This design comes from an exercise in tuning for a short achievable clock period and few clock cycles on the open sky130 flow, not from production work.
At most, simulation tests tie the RTL to the original design; equivalence was not proved.
Function not checked in run 1: the RTL went through the layout flow alone.
Power is estimated from default activity; no workload was simulated.

File: flow/run.sh
#!/bin/bash
# synth_recipe.tcl (not shown) runs the flow's synth.tcl, then flattens the netlist and writes it again
# the make line also repeats each setting of config.mk as NAME=value (left out here)
make -C /OpenROAD-flow-scripts/flow DESIGN_CONFIG=/design/flow/config.mk WORK_HOME=/design/flow/orfs CLKGATE_MAP_FILE= SYNTH_SCRIPT=/design/flow/synth_recipe.tcl finish
File: flow/config.mk
export PLATFORM = sky130hd
export DESIGN_NAME = dcache
export DESIGN_NICKNAME = dcache
export VERILOG_FILES = /design/flow/design.v
export SDC_FILE = /design/flow/constraint.sdc
export NUM_CORES = 4
export LEC_CHECK = 0
export ABC_CLOCK_PERIOD_IN_PS = 2800
export CAP_MARGIN = 20
export CORE_MARGIN = 2
export CORE_UTILIZATION = 40
export SETUP_SLACK_MARGIN = 4.6
export SLEW_MARGIN = 20
File: flow/constraint.sdc
create_clock -name core_clock -period 7.5 [get_ports {CLK}]
set_input_delay 1.5000 -clock core_clock [delete_from_list [all_inputs] [get_ports {CLK}]]
set_output_delay 1.5000 -clock core_clock [all_outputs]
set_load 0.01 [all_outputs]
File: flow/design.v
`timescale 1ns/1ps
package cpu_types_pkg;
	localparam int TAG_W = 26;  
	localparam int IDX_W = 3;  
	typedef logic [31:0] word_t;
	typedef union packed {
		word_t raw;  
		struct packed {
			logic [TAG_W-1:0] tag;  
			logic [IDX_W-1:0] idx;  
			logic blkoff;  
			logic [1:0] byteoff;  
		} f;
	} addr_t;
endpackage
`timescale 1ns/1ps
package dcache_pkg;
	localparam int SETS = 8;
	localparam int WAYS = 2;
	localparam int FRAMES = SETS * WAYS;  
	localparam int SCAN_W = 5;  
	localparam logic [3:0] ST_IDLE = 4'd0;  
	localparam logic [3:0] ST_WB0 = 4'd1;  
	localparam logic [3:0] ST_WB1 = 4'd2;  
	localparam logic [3:0] ST_FILL0 = 4'd3;  
	localparam logic [3:0] ST_FILL1 = 4'd4;  
	localparam logic [3:0] ST_SCAN = 4'd5;  
	localparam logic [3:0] ST_FLUSH0 = 4'd6;  
	localparam logic [3:0] ST_FLUSH1 = 4'd7;  
	localparam logic [3:0] ST_HALTED = 4'd8;  
endpackage
`timescale 1ns/1ps
`timescale 1ns/1ps
`timescale 1ns/1ps
module dcache (
	input logic CLK,
	input logic nRST,
	input logic dmem_ren,
	input logic dmem_wen,
	input cpu_types_pkg::word_t dmem_addr,
	input cpu_types_pkg::word_t dmem_store,
	input logic halt,
	output cpu_types_pkg::word_t dmem_load,
	output logic dhit,
	output logic flushed,
	input logic mem_wait,
	input cpu_types_pkg::word_t mem_load,
	output logic mem_ren,
	output logic mem_wen,
	output cpu_types_pkg::word_t mem_addr,
	output cpu_types_pkg::word_t mem_store
);
	localparam int TW = cpu_types_pkg::TAG_W;
	logic [TW-1:0] tags [8][2];
	logic [31:0] data [8][2][2];
	logic [1:0] valid [8];
	logic [1:0] dirty [8];
	logic [7:0] lru;  
	localparam logic [1:0] P_LOOK = 2'd0;  
	localparam logic [1:0] P_DONE = 2'd1;  
	localparam logic [1:0] P_WAIT = 2'd2;  
	logic [1:0] pst;
	localparam logic [2:0] M_IDLE = 3'd0;
	localparam logic [2:0] M_WB0 = 3'd1;
	localparam logic [2:0] M_WB1 = 3'd2;
	localparam logic [2:0] M_F0 = 3'd3;
	localparam logic [2:0] M_F1 = 3'd4;
	localparam logic [2:0] M_FL0 = 3'd5;
	localparam logic [2:0] M_FL1 = 3'd6;
	localparam logic [2:0] M_HALT = 3'd7;
	logic [2:0] mst;
	logic dhit_q, flushed_q, mren_q, mwen_q;
	logic [31:0] dload_q, maddr_q, mstore_q;
	logic [2:0] a_idx;
	logic a_way, a_blk, a_wr;
	logic [31:0] a_data;
	logic p_valid;  
	logic [2:0] p_idx;
	logic p_way;
	logic [1:0] p_rdy;  
	logic [TW-1:0] p_ftag;  
	logic [TW-1:0] p_vtag;  
	logic [31:0] p_wb1;  
	logic p_inst;  
	logic fl_way;  
	logic [2:0] fl_idx;
	assign dhit = dhit_q;
	assign dmem_load = dload_q;
	assign flushed = flushed_q;
	assign mem_ren = mren_q;
	assign mem_wen = mwen_q;
	assign mem_addr = maddr_q;
	assign mem_store = mstore_q;
	logic req;
	logic [TW-1:0] rtag;
	logic [2:0] ridx;
	logic rblk;
	logic [1:0] rhit;
	logic hit, hway;
	logic [31:0] rword0, rword1;
	logic vway, vdirty;
	logic [TW-1:0] vtag;
	logic [31:0] vdata0, vdata1;
	logic pend_hit, word_rdy, fwd;
	assign req = dmem_ren || dmem_wen;
	assign rtag = dmem_addr[31:6];
	assign ridx = dmem_addr[5:3];
	assign rblk = dmem_addr[2];
	logic [1:0] fhit [8];
	always_comb begin
		for (int s = 0; s < 8; s++) begin
			for (int w = 0; w < 2; w++) begin
				fhit[s][w] = valid[s][w] && (tags[s][w] == rtag) && (ridx == 3'(s));
			end
		end
		rhit = '0;
		for (int s = 0; s < 8; s++) rhit = rhit | fhit[s];
	end
	assign hit = |rhit;
	assign hway = rhit[1];
	assign rword0 = data[ridx][0][rblk];
	assign rword1 = data[ridx][1][rblk];
	assign vway = lru[ridx];
	assign vdirty = valid[ridx][vway] && dirty[ridx][vway];
	assign vtag = tags[ridx][vway];
	assign vdata0 = data[ridx][vway][0];
	assign vdata1 = data[ridx][vway][1];
	logic fill_now;
	assign fill_now = !mem_wait && ((mst == M_F0) || (mst == M_F1));
	assign pend_hit = p_valid && (ridx == p_idx) && (hway == p_way);
	assign fwd = pend_hit && !p_rdy[rblk] && fill_now && ((mst == M_F1) == rblk);
	assign word_rdy = !pend_hit || p_rdy[rblk] || fwd;
	logic [15:0] dmask;
	logic fl_any;
	logic [3:0] fl_next;
	always_comb begin
		for (int f = 0; f < 16; f++) dmask[f] = valid[f % 8][f / 8] && dirty[f % 8][f / 8];
		fl_any = |dmask;
		fl_next = '0;
		for (int f = 15; f >= 0; f--) if (dmask[f]) fl_next = 4'(f);
	end
	logic [TW-1:0] fl_tag;
	logic [31:0] fl_data0;
	assign fl_tag = tags[fl_next[2:0]][fl_next[3]];
	assign fl_data0 = data[fl_next[2:0]][fl_next[3]][0];
	logic miss_go;  
	logic flush_go;  
	logic mfree;
	assign mfree = (mst == M_IDLE) || ((mst == M_F1) && !mem_wait);
	assign miss_go = (pst == P_LOOK) && req && !hit && mfree
		&& !((mst == M_F1) && (ridx == p_idx) && (vway == p_way));
	assign flush_go = (pst == P_LOOK) && !req && halt && mfree;
	always_ff @(posedge CLK, negedge nRST) begin
		if (!nRST) begin
			pst <= P_LOOK;
			mst <= M_IDLE;
			dhit_q <= 1'b0;
			flushed_q <= 1'b0;
			mren_q <= 1'b0;
			mwen_q <= 1'b0;
			p_valid <= 1'b0;
			p_inst <= 1'b0;
			lru <= '0;
			for (int s = 0; s < 8; s++) begin
				valid[s] <= 2'b00;
				dirty[s] <= 2'b00;
			end
		end else begin
			p_inst <= 1'b0;
			case (pst)
				P_LOOK: begin
					if (req && hit && word_rdy) begin
						pst <= P_DONE;
						dhit_q <= 1'b1;
					end else if (miss_go) begin
						if (dmem_wen) begin
							pst <= P_DONE;
							dhit_q <= 1'b1;
						end else begin
							pst <= P_WAIT;
						end
					end
				end
				P_DONE: begin
					pst <= P_LOOK;
					dhit_q <= 1'b0;
					lru[a_idx] <= !a_way;
				end
				P_WAIT: begin
					if (fill_now && ((mst == M_F1) == a_blk)) begin
						pst <= P_DONE;
						dhit_q <= 1'b1;
					end
				end
				default: pst <= P_LOOK;
			endcase
			if (p_inst) begin
				valid[p_idx][p_way] <= 1'b1;
				dirty[p_idx][p_way] <= 1'b0;
			end
			case (mst)
				M_IDLE: ;
				M_WB0: if (!mem_wait) mst <= M_WB1;
				M_WB1: if (!mem_wait) begin
					mst <= M_F0;
					mwen_q <= 1'b0;
					mren_q <= 1'b1;
				end
				M_F0: if (!mem_wait) mst <= M_F1;
				M_F1: if (!mem_wait) begin
					mst <= M_IDLE;
					mren_q <= 1'b0;
					p_valid <= 1'b0;
				end
				M_FL0: if (!mem_wait) mst <= M_FL1;
				M_FL1: if (!mem_wait) begin
					if (fl_any) begin
						mst <= M_FL0;
						dirty[fl_next[2:0]][fl_next[3]] <= 1'b0;
					end else begin
						mst <= M_HALT;
						mwen_q <= 1'b0;
						flushed_q <= 1'b1;
					end
				end
				M_HALT: ;
				default: mst <= M_IDLE;
			endcase
			if (miss_go) begin
				p_valid <= 1'b1;
				p_inst <= 1'b1;
				if (vdirty) begin
					mst <= M_WB0;
					mwen_q <= 1'b1;
					mren_q <= 1'b0;
				end else begin
					mst <= M_F0;
					mren_q <= 1'b1;
				end
			end else if (flush_go) begin
				mren_q <= 1'b0;
				if (fl_any) begin
					mst <= M_FL0;
					mwen_q <= 1'b1;
					dirty[fl_next[2:0]][fl_next[3]] <= 1'b0;
				end else begin
					mst <= M_HALT;
					flushed_q <= 1'b1;
				end
			end
			if (pst == P_DONE && a_wr) begin
				dirty[a_idx][a_way] <= 1'b1;
			end
		end
	end
	always_ff @(posedge CLK) begin
		if (miss_go) begin
			p_rdy <= 2'b00;
		end else begin
			if (fill_now) p_rdy[mst == M_F1] <= 1'b1;
			if (pst == P_DONE && a_wr && p_valid && a_idx == p_idx && a_way == p_way) p_rdy[a_blk] <= 1'b1;
		end
	end
	always_ff @(posedge CLK) begin
		if (pst == P_LOOK) begin
			a_idx <= ridx;
			a_way <= hit ? hway : vway;
			a_blk <= rblk;
			a_wr <= dmem_wen;
			a_data <= dmem_store;
			dload_q <= fwd ? mem_load : (hway ? rword1 : rword0);
		end else if (pst == P_WAIT) begin
			dload_q <= mem_load;
		end
		if (mfree) begin
			p_idx <= ridx;
			p_way <= vway;
			p_ftag <= rtag;
			p_vtag <= vtag;
			p_wb1 <= vdata1;
			if (req) begin
				maddr_q <= {vdirty ? vtag : rtag, ridx, 3'b000};
				mstore_q <= vdata0;
			end else begin
				maddr_q <= {fl_tag, fl_next[2:0], 3'b000};
				mstore_q <= fl_data0;
				fl_idx <= fl_next[2:0];
				fl_way <= fl_next[3];
			end
		end
		if (!mem_wait) begin
			case (mst)
				M_WB0: begin
					maddr_q <= {p_vtag, p_idx, 3'b100};
					mstore_q <= p_wb1;
				end
				M_WB1: maddr_q <= {p_ftag, p_idx, 3'b000};
				M_F0: maddr_q <= {p_ftag, p_idx, 3'b100};
				M_FL0: begin
					maddr_q <= {tags[fl_idx][fl_way], fl_idx, 3'b100};
					mstore_q <= data[fl_idx][fl_way][1];
				end
				M_FL1: begin
					maddr_q <= {fl_tag, fl_next[2:0], 3'b000};
					mstore_q <= fl_data0;
					fl_idx <= fl_next[2:0];
					fl_way <= fl_next[3];
				end
				default: ;
			endcase
		end
		if (p_inst) tags[p_idx][p_way] <= p_ftag;
		if (fill_now && !p_rdy[mst == M_F1]) data[p_idx][p_way][mst == M_F1] <= mem_load;
		if (pst == P_DONE && a_wr) data[a_idx][a_way][a_blk] <= a_data;
	end
endmodule
==> results of run 1 <==
-- registers in the layout, indices dropped and copies added (netlist names), 32 cells and up --
signal / cells
p_wb1: 32
data: 1024
maddr_q: 32
mstore_q: 32
a_data: 32
tags: 416
dload_q: 32
-- power by group through the flow --
stage / clock [mW] / combinational (mW) / sequential, mW
2_1_floorplan: 0 / 13.4 / 12.3
3_3_place_gp: 0 / 20.1 / 13.4
3_5_place_dp: 0 / 20.3 / 13.4
4_1_cts: 9.91 / 24.9 / 13.2
5_1_grt: 10.3 / 26.9 / 13.4
6_report: 9.95 / 26.9 / 13.3
-- critical path, stage by stage --
cell	delay, ns
buf_4	0.16
xor2_1	0.51
nor2_1	0.08
nand4_1	0.24
o22a_1	0.23
nand4_4	0.21
xnor2_2	0.22
a311oi_4	0.31
buf_12	0.25
buf_12	0.14
buf_16	0.17
mux2_4	0.31
-- logic make-up after synthesis --
family	count (synthesis)
adder cells (fa/ha/maj)	8
flip-flops	1719
AND/OR/NAND/NOR	1177
multiplexers	2556
XOR/XNOR	425
buffers and inverters	892
AO/OA/AOI/OAI	1014
-- metal layers --
layer	part of all wire [%]	vias to the layer above
met5	0.073	-
met4	8.4	46
met3	17	2291
met2	40	9557
met1	34	44691
li1	-	32202
-- synthesized netlist by cell type (68+ instances only) --
library cell | number | share of area, %
dfxtp_1 | 70 | 1.3
o221ai_1 | 104 | 0.83
buf_2 | 229 | 1.0
a221oi_1 | 90 | 0.72
buf_1 | 92 | 0.31
a31oi_1 | 102 | 0.58
mux2_2 | 1160 | 12
a21oi_1 | 151 | 0.69
o22ai_1 | 82 | 0.47
mux4_2 | 927 | 19
nor2_1 | 112 | 0.38
nand3_1 | 98 | 0.45
mux2i_1 | 458 | 4.2
xnor2_1 | 357 | 2.8
nand4_1 | 147 | 0.84
xor2_1 | 68 | 0.54
clkbuf_1 | 526 | 1.8
and3_1 | 128 | 0.73
nand2_1 | 497 | 1.7
o21ai_0 | 153 | 0.70
edfxtp_1 | 1598 | 44
-- through the flow --
stage	instances	cell area, um2	power, mW	hold slack, ns
2_1_floorplan	7791	112000	25.7	0.444
5_1_grt	11728	134000	50.6	0.503
4_1_cts	11636	132000	48.0	0.479
3_5_place_dp	10925	116000	33.7	0.471
3_3_place_gp	10920	116000	33.5	0.458
6_report	11760	134000	50.2	0.478
-- final timing paths --
kind                               end  slack [ns]  depth (start not counted)
max in group asynchronous       mst[1]        6.11                          2
max                        dload_q[25]        3.76                         12
min reg2reg                 maddr_q[0]        0.48                          1
min in group asynchronous  dirty[6][1]        0.74                          2
min                         maddr_q[0]        0.48                          1
max reg2reg                dload_q[25]        3.96                         11
-- timing repair --
action / CTS / global route
gates resized for setup: 1492 / 266
cloned: 80 / 12
pin swaps: 143 / 99
buffers inserted: 263 / 68
setup endpoints to repair: 2426 / 963
hold buffers: 0 / 0
-- area by class of cell --
cell class | instances | area (um2)
diodes | 41 | 103
clock buffers | 255 | 5360
clock inverters | 113 | 1000
fillers | 22901 | 139000
inverters | 16 | 110
multi-input cells | 5190 | 60600
flip-flops and latches | 1719 | 50900
well taps | 3589 | 4490
repair buffers | 834 | 11300
repair inverters | 3 | 48.8
==> impl_metrics.yaml, run 1 <==
timing:
  relSlewSlack_pct: 14.5
  rsz0062_at_grt: "true"
  tightest_slew_ns: 1.28
  clock-skew-final_ns: 0.0821
  report.final.hold_viol_count: 0
  setup_tns_ns: 0
  post-route-period-util_pct: 49.9
  setup_violations: 0
  fin_ws_ns: 3.76
  report.final.slew_viol_count: 0
  max_freq_mhz: 267
  fin_crit_ns: 3.74
grt:
  grt_pass1_vias: 83140
  grt_max_degree: 115
  grt.met3_usage_pct: 17.4
  grt_usage_pct: 38.5
  grt_use_met1_pct: 48.4
  antenna_found_initial: 56
  grt_busiest_layer: "met2"
  grt_pass1_wl_mm: 733
  grt_use_met2_pct: 52.8
  overflow: 0
logic_synthesis:
  synthMuxAreaShare_pct: 35.2
  ys_ff_latch: 1719
  yosys_warnings: 4
  synth_area_um2: 110000
  synth_edf_count: 1598
  synth_compound_area_share_pct: 6.56
  async_flop_share_pct: 2.97
  synth_top_family_by_area: "multiplexers"
  yosysUniqueCellTypes: 85
  netlist_instances: 7791
  yosys.area_share.simple_pct: 5.27
  synth.avg_cell_area_um2: 14.1
  synthFlopType: "edfxtp_1"
  synth_xor_area_share_pct: 3.39
  seq_area_frac_synth_pct: 46.1
  synthAdderAreaFrac_pct: 0.0911
placement:
  dp_hpwl_mm: 297
  post-place-ws_ns: 1.11
  gp_congestion: 1.03
  numPortBuffers: 199
final_layout:
  area_growth_pct: 21.8
  layout.nets: 8075
  final_cell_mix: "edfxtp_1, mux2_2, mux4_2"
  layout_commonest_cell: "edfxtp_1"
  drive_gt1_share_pct: 47.0
  final_core_utilization_pct: 49.0
worst_setup_path:
  worst-endpoint-required_ns: 8.13
  worstSetupStartpoint: "dmem_addr[12]"
  worstReg2RegStart: "tags[15][6]"
  start_kind: "primary input"
  critPathMaxFanout: 6
  critPathKind: "in2reg"
  critPathArrivalTime_ns: 4.38
  crit_path_end_kind: "flop"
floorplanning:
  core_area_um2: 273000
  rows: 192
  initial_core_util_pct: 40.2
  dieArea_um2: 279000
  io_pins: 202
  die_y_um: 528
  die_w_um: 528
clocking:
  clkSlewWorstSetupHoldPaths_ns: 0.06
  cts_sinks: 1719
  cts_root_buffer: "clkbuf_16"
  clk_path_buf_depth: 4
  cts_tree: "built"
  cts_htree_levels: 4
  clock_latency_ns: 0.95
  cts-buffers-inserted: 201
pwr:
  netSwitchingFraction_pct: 45.0
  ir_drop_mv: 0.808
  p_leak_nw: 44.3
  power_density_nw_per_um2: 375
  p_seq_share_pct: 26.5
  p_int_mw: 27.6
  clkPwrFrac_pct: 19.8
  switching_power_mw: 22.6
  comb_power_share_pct: 53.7
drt:
  first_iter_violations: 17461
  viasPerCell: 7.55
  first_pass_iters: 6
  ant_nets: 0
  vias: 88787
  wire_per_inst_um: 47.2
  finalWirelength_mm: 554
  drcViolationCount: 0
worst_hold_path:
  hold_class: "reg2reg"
  min-delay-start: "maddr_q[0]"
flow_run:
  drv_cap: 0
outcome:
  status: "finished clean"
==> inputs of run 2 (changes only) <==
--- a/flow/design.v
+++ b/flow/design.v
@@ -82,3 +82,3 @@
 	logic [TW-1:0] p_vtag;  
-	logic [31:0] p_wb1;  
+	logic [31:0] p_wb0, p_wb1;  
 	logic p_inst;  
@@ -103,3 +103,3 @@
 	logic [31:0] vdata0, vdata1;
-	logic pend_hit, word_rdy, fwd;
+	logic word_rdy;
 	assign req = dmem_ren || dmem_wen;
@@ -129,5 +129,15 @@
 	assign fill_now = !mem_wait && ((mst == M_F0) || (mst == M_F1));
-	assign pend_hit = p_valid && (ridx == p_idx) && (hway == p_way);
-	assign fwd = pend_hit && !p_rdy[rblk] && fill_now && ((mst == M_F1) == rblk);
-	assign word_rdy = !pend_hit || p_rdy[rblk] || fwd;
+	logic [1:0] wfwd, wrdy;
+	logic [31:0] rdat0, rdat1;
+	always_comb begin
+		for (int w = 0; w < 2; w++) begin
+			logic pend;
+			pend = p_valid && (ridx == p_idx) && (p_way == w[0]);
+			wfwd[w] = pend && !p_rdy[rblk] && fill_now && ((mst == M_F1) == rblk);
+			wrdy[w] = !pend || p_rdy[rblk] || wfwd[w];
+		end
+	end
+	assign rdat0 = wfwd[0] ? mem_load : rword0;
+	assign rdat1 = wfwd[1] ? mem_load : rword1;
+	assign word_rdy = hway ? wrdy[1] : wrdy[0];
 	logic [15:0] dmask;
@@ -152,2 +162,15 @@
 	assign flush_go = (pst == P_LOOK) && !req && halt && mfree;
+	logic [1:0] pst_n;
+	always_comb begin
+		pst_n = pst;
+		case (pst)
+			P_LOOK: begin
+				if (req && hit && word_rdy) pst_n = P_DONE;
+				else if (miss_go) pst_n = dmem_wen ? P_DONE : P_WAIT;
+			end
+			P_DONE: pst_n = P_LOOK;
+			P_WAIT: if (fill_now && ((mst == M_F1) == a_blk)) pst_n = P_DONE;
+			default: pst_n = P_LOOK;
+		endcase
+	end
 	always_ff @(posedge CLK, negedge nRST) begin
@@ -156,3 +179,2 @@
 			mst <= M_IDLE;
-			dhit_q <= 1'b0;
 			flushed_q <= 1'b0;
@@ -169,29 +191,4 @@
 			p_inst <= 1'b0;
-			case (pst)
-				P_LOOK: begin
-					if (req && hit && word_rdy) begin
-						pst <= P_DONE;
-						dhit_q <= 1'b1;
-					end else if (miss_go) begin
-						if (dmem_wen) begin
-							pst <= P_DONE;
-							dhit_q <= 1'b1;
-						end else begin
-							pst <= P_WAIT;
-						end
-					end
-				end
-				P_DONE: begin
-					pst <= P_LOOK;
-					dhit_q <= 1'b0;
-					lru[a_idx] <= !a_way;
-				end
-				P_WAIT: begin
-					if (fill_now && ((mst == M_F1) == a_blk)) begin
-						pst <= P_DONE;
-						dhit_q <= 1'b1;
-					end
-				end
-				default: pst <= P_LOOK;
-			endcase
+			pst <= pst_n;
+			if (pst == P_DONE) lru[a_idx] <= !a_way;
 			if (p_inst) begin
@@ -263,3 +260,48 @@
 	end
+	logic [31:0] maddr_n, mstore_n;
+	always_comb begin
+		maddr_n = {p_ftag, p_idx, 3'b000};
+		mstore_n = p_wb0;
+		if (mfree) begin
+			if (req) begin
+				maddr_n = {vdirty ? vtag : rtag, ridx, 3'b000};
+				mstore_n = vdata0;
+			end else begin
+				maddr_n = {fl_tag, fl_next[2:0], 3'b000};
+				mstore_n = fl_data0;
+			end
+		end else begin
+			case (mst)
+				M_WB0: begin
+					maddr_n = {p_vtag, p_idx, !mem_wait, 2'b00};
+					mstore_n = mem_wait ? p_wb0 : p_wb1;
+				end
+				M_WB1: begin
+					maddr_n = mem_wait ? {p_vtag, p_idx, 3'b100} : {p_ftag, p_idx, 3'b000};
+					mstore_n = p_wb1;
+				end
+				M_F0: maddr_n = {p_ftag, p_idx, !mem_wait, 2'b00};
+				M_F1: maddr_n = {p_ftag, p_idx, 3'b100};
+				M_FL0: begin
+					maddr_n = {tags[fl_idx][fl_way], fl_idx, !mem_wait, 2'b00};
+					mstore_n = data[fl_idx][fl_way][!mem_wait];
+				end
+				M_FL1: begin
+					if (mem_wait) begin
+						maddr_n = {tags[fl_idx][fl_way], fl_idx, 3'b100};
+						mstore_n = data[fl_idx][fl_way][1];
+					end else begin
+						maddr_n = {fl_tag, fl_next[2:0], 3'b000};
+						mstore_n = fl_data0;
+					end
+				end
+				default: ;
+			endcase
+		end
+	end
 	always_ff @(posedge CLK) begin
+		dhit_q <= (pst_n == P_DONE);
+		dload_q <= (pst == P_WAIT) ? mem_load : (hway ? rdat1 : rdat0);
+		maddr_q <= maddr_n;
+		mstore_q <= mstore_n;
 		if (pst == P_LOOK) begin
@@ -270,5 +312,2 @@
 			a_data <= dmem_store;
-			dload_q <= fwd ? mem_load : (hway ? rword1 : rword0);
-		end else if (pst == P_WAIT) begin
-			dload_q <= mem_load;
 		end
@@ -279,33 +318,8 @@
 			p_vtag <= vtag;
+			p_wb0 <= vdata0;
 			p_wb1 <= vdata1;
-			if (req) begin
-				maddr_q <= {vdirty ? vtag : rtag, ridx, 3'b000};
-				mstore_q <= vdata0;
-			end else begin
-				maddr_q <= {fl_tag, fl_next[2:0], 3'b000};
-				mstore_q <= fl_data0;
-				fl_idx <= fl_next[2:0];
-				fl_way <= fl_next[3];
-			end
 		end
-		if (!mem_wait) begin
-			case (mst)
-				M_WB0: begin
-					maddr_q <= {p_vtag, p_idx, 3'b100};
-					mstore_q <= p_wb1;
-				end
-				M_WB1: maddr_q <= {p_ftag, p_idx, 3'b000};
-				M_F0: maddr_q <= {p_ftag, p_idx, 3'b100};
-				M_FL0: begin
-					maddr_q <= {tags[fl_idx][fl_way], fl_idx, 3'b100};
-					mstore_q <= data[fl_idx][fl_way][1];
-				end
-				M_FL1: begin
-					maddr_q <= {fl_tag, fl_next[2:0], 3'b000};
-					mstore_q <= fl_data0;
-					fl_idx <= fl_next[2:0];
-					fl_way <= fl_next[3];
-				end
-				default: ;
-			endcase
+		if (mfree && !req || mst == M_FL1 && !mem_wait) begin
+			fl_idx <= fl_next[2:0];
+			fl_way <= fl_next[3];
 		end
--- a/flow/config.mk
+++ b/flow/config.mk
@@ -7,3 +7,3 @@
 export LEC_CHECK = 0
-export ABC_CLOCK_PERIOD_IN_PS = 2800
+export ABC_CLOCK_PERIOD_IN_PS = 2500
 export CAP_MARGIN = 20
@@ -11,3 +11,3 @@
 export CORE_UTILIZATION = 40
-export SETUP_SLACK_MARGIN = 4.6
+export SETUP_SLACK_MARGIN = 4.8
 export SLEW_MARGIN = 20
==> run 2 against run 1 <==
  * The layout now fails its checks (max-slew violations)
  * Core utilization up 1.7 points
  * Sequential power about the same
  * Non-clock buffer count up 139
  * Routed wire length down 4.1%
  * Final area down 0.74%
  * Power up 6.3%
  * Clock-buffer cell count up 11
==> impl_metrics.yaml, run 2 <==
outcome:
  status: "complete, but fails checks"
  so_faults: "max-slew violations"
worst_setup_path:
  worstReg2RegStart: "tags[15][6]"
  worst-endpoint-required_ns: 8.33
  worstSetupStartpoint: "dmem_addr[21]"
  ff2ff_setup_slack_ns: 4.38
  crit_path_end_kind: "flop"
  critPathMaxStageDelay_ns: 0.45
  critPathMaxFanout: 5
  crit_top_cell: "buf_12"
  start_kind: "primary input"
  critPathArrivalTime_ns: 4.12
  critPathKind: "in2reg"
  reg2regPathDepth: 12
  slowest_stage: "nand4_1"
  crit_chain: "buf_12 -> buf_12 -> xnor2_4 -> nand4_1 -> nor4_2 -> a22oi_2 -> nand4_1 -> buf_6 -> buf_6 -> xnor2_4 -> a21oi_4 -> buf_12 -> buf_8 -> o22a_1"
  reg2reg_to: "dload_q[26]"
worst_hold_path:
  holdPathEnd: "lru[6]"
  hold_class: "reg2reg"
  whs_path_depth: 2
  min-delay-start: "lru[6]"
clocking:
  clkSlewWorstSetupHoldPaths_ns: 0.06
  cts_tree: "built"
  clk_path_buf_depth: 4
  cts_sinks: 1749
  clock_latency_ns: 0.98
  cts_root_buffer: "clkbuf_16"
  cts-buffers-inserted: 205
  cts_hold_buf: 0
  cts_htree_levels: 4
grt:
  antenna_found_initial: 38
  grt_usage_pct: 38.2
  grt_pass1_wl_mm: 694
  grt_pass1_vias: 79706
  grt_max_degree: 71
  overflow: 0
logic_synthesis:
  synthTopCellsByArea: "edfxtp_1, mux4_2, mux2_2"
  yosysUniqueCellTypes: 77
  synth_top_area_cell: "edfxtp_1"
  synth_edf_count: 1602
  async_flop_share_pct: 2.86
  seq_area_frac_synth_pct: 48.7
  yosys_warnings: 4
  yosys-top-cells-count: "edfxtp_1, mux2_2, mux4_2"
  synth.avg_cell_area_um2: 13.9
  yosysMostFrequentCell: "edfxtp_1"
  ys_ff_latch: 1749
  yosys.area.top_type_share_pct: 45.7
  synth_area_um2: 105000
  netlist_instances: 7573
  synthFlopType: "edfxtp_1"
pwr:
  p_leak_nw: 44.3
  ir_drop_mv: 0.441
  p_total_mw: 53.3
  power_density_nw_per_um2: 401
timing:
  timing.hold.ws_ns: 0.491
  post-route-period-util_pct: 43.8
  relSlewSlack_pct: -4.88
  tightest_slew_ns: 1.57
  report.final.slew_viol_count: 20
  max_freq_mhz: 305
  clock-skew-final_ns: 0.132
  report.final.hold_viol_count: 0
  fin_crit_ns: 3.28
  setup_tns_ns: 0
  rsz0062_at_grt: "true"
  setup_violations: 0
drt:
  first_pass_iters: 9
  viasPerCell: 7.31
  vias: 85374
  finalWirelength_mm: 532
  first_iter_violations: 16220
  ant_nets: 0
  drcViolationCount: 0
  wire_per_inst_um: 45.5
placement:
  numPortBuffers: 197
  placed_area_um2: 111000
  dp_hpwl_mm: 259
  gp_congestion: 1.01
  dp.cells: 10689
final_layout:
  fin_area_um2: 133000
  final_cell_mix: "edfxtp_1, mux2_2, mux4_2"
  layout_commonest_cell: "edfxtp_1"
  largest_register: "data"
  area_growth_pct: 26.3
  largestRegisters: "data x1024, tags x416"
  fin_cells: 11678
  largest_reg_flops: 1024
  drive_gt1_share_pct: 48.1
  layout.nets: 8075
floorplanning:
  dieArea_um2: 267000
  initial_core_util_pct: 40.2
  die_y_um: 517
  rows: 188
  core_area_um2: 262000
  io_pins: 202
  die_w_um: 517
flow_run:
  drv_cap: 0
[run 2: changes by cell type after synthesis, moves of 60 or more]
cell	previous run	this run
a21oi_1	151	302
and3_1	128	32
clkbuf_1	526	465
mux2_2	1160	1033
mux2i_1	458	193
nand2_1	497	818
nand3_1	98	199
o221ai_1	104	44
o22ai_1	82	16
xnor2_1	357	422
xor2_1	68	3
[run 2: per-stage QoR]
| stage | worst slack (ns) | util [%] |
|---|---|---|
| final | 4.22 | 50.7 |
| after CTS | 4.44 | 49.3 |
| after global placement | 1.47 | 42.4 |
| after global routing | 4.34 | 50.7 |
| after detailed placement | 1.60 | 42.4 |
| after floorplan | 3.54 | - |
[run 2: worst max-delay path by stage]
stage	to	slack [ns]	cells after the start
2_1_floorplan	p_ftag[0]	3.54	4
3_3_place_gp	dload_q[27]	1.47	10
3_5_place_dp	dload_q[28]	1.60	11
4_1_cts	mem_wen	4.44	1
5_1_grt	dload_q[26]	4.34	14
6_report	dload_q[26]	4.22	14
[run 2: power by group]
group          total [mW]  internal, mW  switching (mW)  leakage (nW)
combinational        29.7          12.0            17.7          25.1
sequential           13.1          11.8            1.33          15.9
clock                10.5          6.02            4.44          3.33
[run 2: cell type report]
| type | count | area, um2 |
|---|---|---|
| tap | 3515 | 4400 |
| clock inverter | 107 | 1110 |
| fill | 21472 | 129000 |
| antenna | 32 | 80.1 |
| timing repair inverter | 15 | 248 |
| timing repair buffer | 973 | 14300 |
| sequential | 1749 | 51500 |
| clock buffer | 266 | 5660 |
| inverter | 22 | 210 |
| multi-input combinational | 4999 | 55400 |
[run 2: layer usage]
layer	global-route usage, %	routed length, um	up-vias	share of wire (%)
li1	-	-	31004	-
met1	45.1	170000	42699	32
met2	53.9	219000	9037	41
met3	16.7	86800	2596	16
met4	30.4	55600	38	10
met5	0.523	364	-	0.068
[run 2: cells by family after synthesis]
| kind of cell | synth area share, % |
|---|---|
| other | 0.00356 |
| multiplexers | 31.7 |
| AND/OR/NAND/NOR | 6.22 |
| AO/OA/AOI/OAI | 6.11 |
| adder cells (fa/ha/maj) | 0.0951 |
| flip-flops | 48.7 |
| buffers and inverters | 3.55 |
| XOR/XNOR | 3.54 |
[run 2: timing repair]
| action | CTS | global route |
|---|---|---|
| gates resized for setup | 1770 | 349 |
| setup endpoints to repair | 2782 | 1160 |
| pin swaps | 219 | 155 |
| endpoints found under the hold margin | 0 | 0 |
| setup buffers | 286 | 127 |
| cloned | 132 | 33 |
[run 2: critical path: cells and delay by family]
family / cells / cell delay, ns
AOI/OAI and AO/OA: 3 / 0.40
xor gates and xnor gates: 2 / 0.36
buffers and inverters: 6 / 0.91
and+or+nand+nor: 3 / 0.91
Testbench counts of run 2, summed over its fixed seeds: cycles 57,962.
==> inputs of run 3 (changes only) <==
--- a/flow/config.mk
+++ b/flow/config.mk
@@ -8,3 +8,3 @@
 export ABC_CLOCK_PERIOD_IN_PS = 2500
-export CAP_MARGIN = 20
+export CAP_MARGIN = 30
 export CORE_MARGIN = 2
@@ -12,2 +12,2 @@
 export SETUP_SLACK_MARGIN = 4.8
-export SLEW_MARGIN = 20
+export SLEW_MARGIN = 50
==> run 3 against run 2 <==
  * The run now finishes clean
  * Flip-flop and latch count did not move
  * Combinational power rose by 6%
  * Via count rose by 0.40%
  * Non-clock buffer count rose by 128
  * Register-to-register slack barely moved
  * Routed wire length rose by 0.12%
  * Clock-buffer cell count fell by 6
  * Critical endpoint is now pst[0]
==> impl_metrics.yaml, run 3 <==
floorplanning:
  core_area_um2: 262000
  die_y_um: 517
  die_w_um: 517
  initial_core_util_pct: 40.2
  io_pins: 202
  rows: 188
  dieArea_um2: 267000
pwr:
  netSwitchingFraction_pct: 43.5
  comb_power_share_pct: 57.3
  clkPwrFrac_pct: 19.4
  p_leak_nw: 45.4
  p_seq_share_pct: 23.3
  switching_power_mw: 23.9
  ir_drop_mv: 0.382
  p_int_mw: 31.1
  power_density_nw_per_um2: 407
worst_setup_path:
  critPathKind: "in2reg"
  critPathMaxFanout: 18
  critPathArrivalTime_ns: 4.02
  start_kind: "primary input"
  worst-endpoint-required_ns: 8.27
  crit_path_end_kind: "flop"
final_layout:
  largestRegisters: "data x1024, tags x416"
  final_cell_mix: "edfxtp_1, mux2_2, mux4_2"
  layout_commonest_cell: "edfxtp_1"
  fin_cells: 11796
  largest_register: "data"
  area_growth_pct: 28.3
  largest_reg_flops: 1024
  layout.nets: 8202
  drive_gt1_share_pct: 49.8
clocking:
  cts_htree_levels: 4
  cts-buffers-inserted: 206
  cts_sinks: 1749
  cts_root_buffer: "clkbuf_16"
  clk_path_buf_depth: 4
  clock_latency_ns: 0.97
  clkSlewWorstSetupHoldPaths_ns: 0.06
  cts_tree: "built"
placement:
  numPortBuffers: 197
  dp_hpwl_mm: 269
  dp.cells: 10794
  gp_congestion: 1.01
logic_synthesis:
  synthAdderAreaFrac_pct: 0.0951
  synthTopCellsByArea: "edfxtp_1, mux4_2, mux2_2"
  seq_area_frac_synth_pct: 48.7
  yosysMostFrequentCell: "edfxtp_1"
  ys_ff_latch: 1749
  yosys_warnings: 4
  yosysUniqueCellTypes: 77
  synth_xor_area_share_pct: 3.54
  yosys-top-cells-count: "edfxtp_1, mux2_2, mux4_2"
  synthMuxAreaShare_pct: 31.7
  synth_top_area_cell: "edfxtp_1"
  synthFlopType: "edfxtp_1"
  synth_area_um2: 105000
  async_flop_share_pct: 2.86
  yosys.area_share.simple_pct: 6.22
  synth_edf_count: 1602
  synth_top_family_by_area: "multiplexers"
  netlist_instances: 7573
  yosys.area.top_type_share_pct: 45.7
  synth.avg_cell_area_um2: 13.9
  synth_compound_area_share_pct: 6.11
timing:
  relSlewSlack_pct: 41.7
  clock-skew-final_ns: 0.125
  setup_tns_ns: 0
  max_freq_mhz: 308
  rsz0062_at_grt: "true"
  timing.hold.ws_ns: 0.499
  tightest_slew_ns: 0.874
  report.final.slew_viol_count: 0
  fin_crit_ns: 3.24
  post-route-period-util_pct: 43.3
  report.final.hold_viol_count: 0
  setup_violations: 0
grt:
  grt_pass1_wl_mm: 695
  antenna_found_initial: 47
  grt_max_degree: 69
  grt_usage_pct: 38.2
  grt_pass1_vias: 80664
  overflow: 0
drt:
  wire_per_inst_um: 45.1
  drcViolationCount: 0
  first_iter_violations: 16245
  viasPerCell: 7.27
  first_pass_iters: 9
  finalWirelength_mm: 533
  ant_nets: 0
  vias: 85717
flow_run:
  drv_cap: 0
outcome:
  status: "finished clean"
worst_hold_path:
  hold_class: "reg2reg"
run 3: cell counts after synthesis:
No cell type changed its count.
run 3: area by class of cell:
cell class	count	area, um2
antenna	28	70.1
clock buffer	260	5600
fill	21312	127000
clock inverter	109	1360
timing repair inverter	14	288
inverter	22	196
multi-input combinational	4998	55600
timing repair buffer	1101	16000
sequential	1749	51500
tap	3515	4400
run 3: path summary, 6_finish.rpt:
kind	from	endpoint	slack [ns]	depth (start not counted)
min in group asynchronous	nRST	mst[2]	0.58	2
worst max-delay path	dmem_addr[25]	pst[0]	4.26	10
worst min register to register	lru[0]	lru[0]	0.50	2
worst max register to register	dirty[3][1]	maddr_q[19]	4.39	11
worst min-delay path	lru[0]	lru[0]	0.50	2
max in group asynchronous	nRST	dirty[2][0]	6.38	3
run 3: what timing repair did:
action,in CTS,in global routing
pin swaps,241,172
hold buffers,0,0
buffers inserted,299,125
endpoints found under the setup margin,2454,721
resized for setup,1664,380
gates cloned,140,38
run 3: per-layer routing:
layer	vias up	track usage (%)	wire (um)	part of all wire [%]
li1	31260	-	-	-
met1	42806	45.1	168000	32
met2	8972	54.3	221000	41
met3	2639	15.8	87100	16
met4	40	31.0	56000	11
met5	-	0.162	614	0.12
run 3: stage by stage:
step	area [um2]	utilization [%]	total power [mW]	setup slack, ns
after detailed placement	113000	43.0	32.0	1.90
after CTS	131000	50.0	51.3	4.43
after global routing	135000	51.5	55.3	4.36
after global placement	111000	42.4	31.4	1.47
after floorplan	107000	-	24.5	3.54
final	135000	51.5	55.0	4.26
run 3: logic make-up after synthesis:
group,Yosys count
adders and majority gates,8
DFF,1749
buffers and inverters,838
other,1
muxes,2107
AOI/OAI and AO/OA,971
and+or+nand+nor,1474
xor gates and xnor gates,425
run 3: worst max-delay path, stage by stage:
cell,delay (ns)
buf_6,0.17
xnor2_1,0.65
nand4_1,0.41
nor3_2,0.33
a22oi_1,0.14
nand4_1,0.18
buf_12,0.14
or3_4,0.19
nor2_4,0.05
a211o_1,0.23
run 3: power by group through the flow:
stage                     logic, mW  clock network, mW  registers, mW
after detailed placement       19.2                  0           12.8
final                          31.5               10.7           12.8
after global routing           31.5               11.0           12.8
after global placement         18.2                  0           13.2
after floorplan                12.1                  0           12.4
after CTS                      28.0               10.6           12.7
==> inputs of run 4 (changes only) <==
--- a/flow/config.mk
+++ b/flow/config.mk
@@ -10,3 +10,3 @@
 export CORE_MARGIN = 2
-export CORE_UTILIZATION = 40
+export CORE_UTILIZATION = 30
 export SETUP_SLACK_MARGIN = 4.8
==> run 4 against run 3 <==
  * Non-clock buffer count decreased by 13
  * Clock skew decreased by 0.0017 ns
  * Core utilization decreased by 13 points
  * Sequential share of layout area increased by 0.11 points
  * Via count about the same
  * Routed wire length decreased by 0.94%
  * Synthesized cell count unchanged
  * Register-to-register slack got worse by 0.02 ns
  * Die area increased by 33%
  * Maximum frequency decreased by 1.6%
  * Synthesized area unchanged
  * Cell count increased by 8.9%
  * Critical path type unchanged
  * Largest cell class unchanged
==> impl_metrics.yaml, run 4 <==
logic_synthesis:
  synth_area_um2: 105000
  synthAdderAreaFrac_pct: 0.0951
  async_flop_share_pct: 2.86
  synthTopCellsByArea: "edfxtp_1, mux4_2, mux2_2"
  yosys_warnings: 4
  seq_area_frac_synth_pct: 48.7
  synthMuxAreaShare_pct: 31.7
  synthFlopType: "edfxtp_1"
  synth_top_family_by_area: "multiplexers"
  synth_compound_area_share_pct: 6.11
  yosys.area.top_type_share_pct: 45.7
  synth_edf_count: 1602
  netlist_instances: 7573
  synth_top_area_cell: "edfxtp_1"
  yosys.area_share.simple_pct: 6.22
  synth_xor_area_share_pct: 3.54
  yosysMostFrequentCell: "edfxtp_1"
  yosysUniqueCellTypes: 77
  ys_ff_latch: 1749
  yosys-top-cells-count: "edfxtp_1, mux2_2, mux4_2"
  synth.avg_cell_area_um2: 13.9
timing:
  rsz0062_at_grt: "true"
  post-route-period-util_pct: 44.0
  max_freq_mhz: 303
  report.final.slew_viol_count: 0
  tightest_slew_ns: 0.841
  fin_ws_ns: 4.20
  clock-skew-final_ns: 0.123
  report.final.hold_viol_count: 0
  fin_crit_ns: 3.30
  setup_tns_ns: 0
  relSlewSlack_pct: 43.9
  setup_violations: 0
grt:
  grt_pass1_wl_mm: 689
  grt_max_degree: 105
  antenna_found_initial: 57
  grt_pass1_vias: 80519
  grt_usage_pct: 28.0
  overflow: 0
clocking:
  cts_htree_levels: 4
  cts_tree: "built"
  cts-buffers-inserted: 196
  cts_sinks: 1749
  clk_path_buf_depth: 4
  cts_hold_buf: 0
  clkSlewWorstSetupHoldPaths_ns: 0.06
  cts_root_buffer: "clkbuf_16"
  clock_latency_ns: 0.97
pwr:
  p_total_mw: 52.4
  p_leak_nw: 44.7
  ir_drop_mv: 0.453
  power_density_nw_per_um2: 389
floorplanning:
  rows: 217
  io_pins: 202
  die_w_um: 596
  initial_core_util_pct: 30.1
  dieArea_um2: 356000
  die_y_um: 596
  core_area_um2: 349000
final_layout:
  area_growth_pct: 28.0
  largestRegisters: "data x1024, tags x416"
  final_cell_mix: "edfxtp_1, mux2_2, mux4_2"
  layout_commonest_cell: "edfxtp_1"
  layout.nets: 8176
  largest_reg_flops: 1024
  largest_register: "data"
  drive_gt1_share_pct: 48.2
worst_setup_path:
  worst-endpoint-required_ns: 8.33
  critPathMaxStageDelay_ns: 0.41
  critPathMaxFanout: 12
  start_kind: "primary input"
  critPathArrivalTime_ns: 4.13
  crit_chain: "buf_8 -> buf_12 -> xnor2_4 -> nand4_1 -> nor3_2 -> a22oi_1 -> nand4_1 -> buf_6 -> buf_16 -> buf_12 -> a21oi_4 -> buf_12 -> o22a_1"
  crit_top_cell: "buf_12"
  slowest_stage: "nor3_2"
  crit_path_end_kind: "flop"
  critPathKind: "in2reg"
flow_run:
  drv_cap: 0
drt:
  drcViolationCount: 0
  first_pass_iters: 10
  ant_nets: 0
  vias: 85792
  wire_per_inst_um: 41.1
  finalWirelength_mm: 528
  first_iter_violations: 16856
  viasPerCell: 6.68
placement:
  numPortBuffers: 197
  gp_congestion: 1.01
  post-place-ws_ns: 1.89
  dp_hpwl_mm: 277
outcome:
  status: "finished clean"
worst_hold_path:
  hold_class: "reg2reg"
## run 4: cell types whose count changed in the layout (fill, tap and decap cells not counted), sizes merged, moves of 3 or more
| cell | change |
|---|---|
| bufinv | -12 |
| clkinv | -12 |
| clkbuf | -10 |
| diode | +6 |
| nand2 | +6 |
| buf | -4 |
| clkdlybuf4s50 | -3 |
## run 4: worst paths after layout
| check | slack, ns | cells past startpoint | start | end |
|---|---|---|---|---|
| max in group asynchronous | 6.36 | 2 | nRST | mst[2] |
| hold reg to reg | 0.49 | 2 | lru[1] | lru[1] |
| hold / removal | 0.49 | 2 | lru[1] | lru[1] |
| setup / recovery | 4.20 | 13 | dmem_addr[29] | dload_q[7] |
| min in group asynchronous | 0.70 | 2 | nRST | valid[5][0] |
| setup reg to reg | 4.37 | 12 | valid[6][1] | mstore_q[11] |
## run 4: cell type report
type                            instances  area, um2
Clock buffer                          257       5330
Timing Repair inverter                  6       83.8
Clock inverter                         90        911
Antenna cell                           34       85.1
Tap cell                             4599       5750
Inverter                               22        201
Fill cell                           31880     214000
Sequential cell                      1749      51500
Timing Repair Buffer                 1088      15200
Multi-Input combinational cell       5003      55600
## run 4: per-stage QoR
step | cell area (um2) | cells | util, % | hold slack [ns]
floorplan | 107000 | 7574 | - | 0.444
finish | 135000 | 12848 | 38.6 | 0.486
CTS | 131000 | 12654 | 37.6 | 0.482
detailed placement | 114000 | 11884 | 32.7 | 0.465
global placement | 112000 | 11756 | 32.1 | 0.472
global route | 135000 | 12815 | 38.6 | 0.506
## run 4: layer usage
metal	vias up	part of all wire, %	routed length (um)	track usage [%]
li1	31199	-	-	-
met1	42885	32	171000	33.7
met2	9178	41	217000	39.9
met3	2470	17	91000	12.4
met4	60	9.0	47700	19.1
met5	-	0.10	541	0.149
## run 4: cells by family after synthesis
logic type               Yosys count
flip-flops                      1749
multiplexers                    2107
adder cells (fa/ha/maj)            8
XOR/XNOR                         425
AND/OR/NAND/NOR                 1474
AO/OA/AOI/OAI                    971
other                              1
buffers and inverters            838
## run 4: timing repair
action                                  4_1_cts  5_1_grt
buffers inserted                            303      124
pin swaps                                   215      127
gates resized for setup                    1623      292
endpoints found under the setup margin     2472      863
gates cloned                                120       34
endpoints found under the hold margin         0        0
## run 4: power by group
| group | leakage (nW) | switching (mW) | internal, mW |
|---|---|---|---|
| Sequential | 15.9 | 0.990 | 11.8 |
| Clock | 3.04 | 4.32 | 5.56 |
| Combinational | 25.8 | 17.7 | 12.1 |
## run 4: worst max-delay path, delay by kind of cell
kind,cells,cell delay [ns]
XOR/XNOR,1,0.24
AND/OR/NAND/NOR,3,0.90
AO/OA/AOI/OAI,3,0.49
buffers and inverters,6,0.94

==> port drivers added, routing unchanged <==
Ports are ideal in the flow. The routed layouts listed here were re-timed in OpenROAD. Step 1 assumes that a clkbuf_16 drives the clock port and a buf_2 every other input. Step 2, shift: input delay + t, output delay - t, t = (earliest + latest rising clock arrival at the registers) / 2. This alone moves slack from input paths to output paths. Slacks: ideal / step 1 / step 2; pairs: ideal / step 1.
| run | t (ns) | setup slack, ns | hold WS [ns] | worst data-port slew with drivers (ns) | pins driven straight from the clock port |
|---|---|---|---|---|---|
| run 1 | 1.026 | 3.755 / 3.636 / 2.610 | 0.478 / 0.478 / 0.478 | 0.48 | 1 |
| run 2 | 1.021 | 4.218 / 4.119 / 3.098 | 0.491 / 0.491 / 0.491 | 0.37 | 1 |
| run 3 | 1.011 | 4.255 / 4.146 / 3.135 | 0.499 / 0.499 / 0.499 | 0.37 | 1 |
| run 4 | 1.013 | 4.203 / 4.058 / 3.045 | 0.486 / 0.486 / 0.486 | 0.43 | 1 |
For run 4, which loses most, drivers alone change the setup slack by -0.145 ns; drivers and shift together by -1.158 ns.
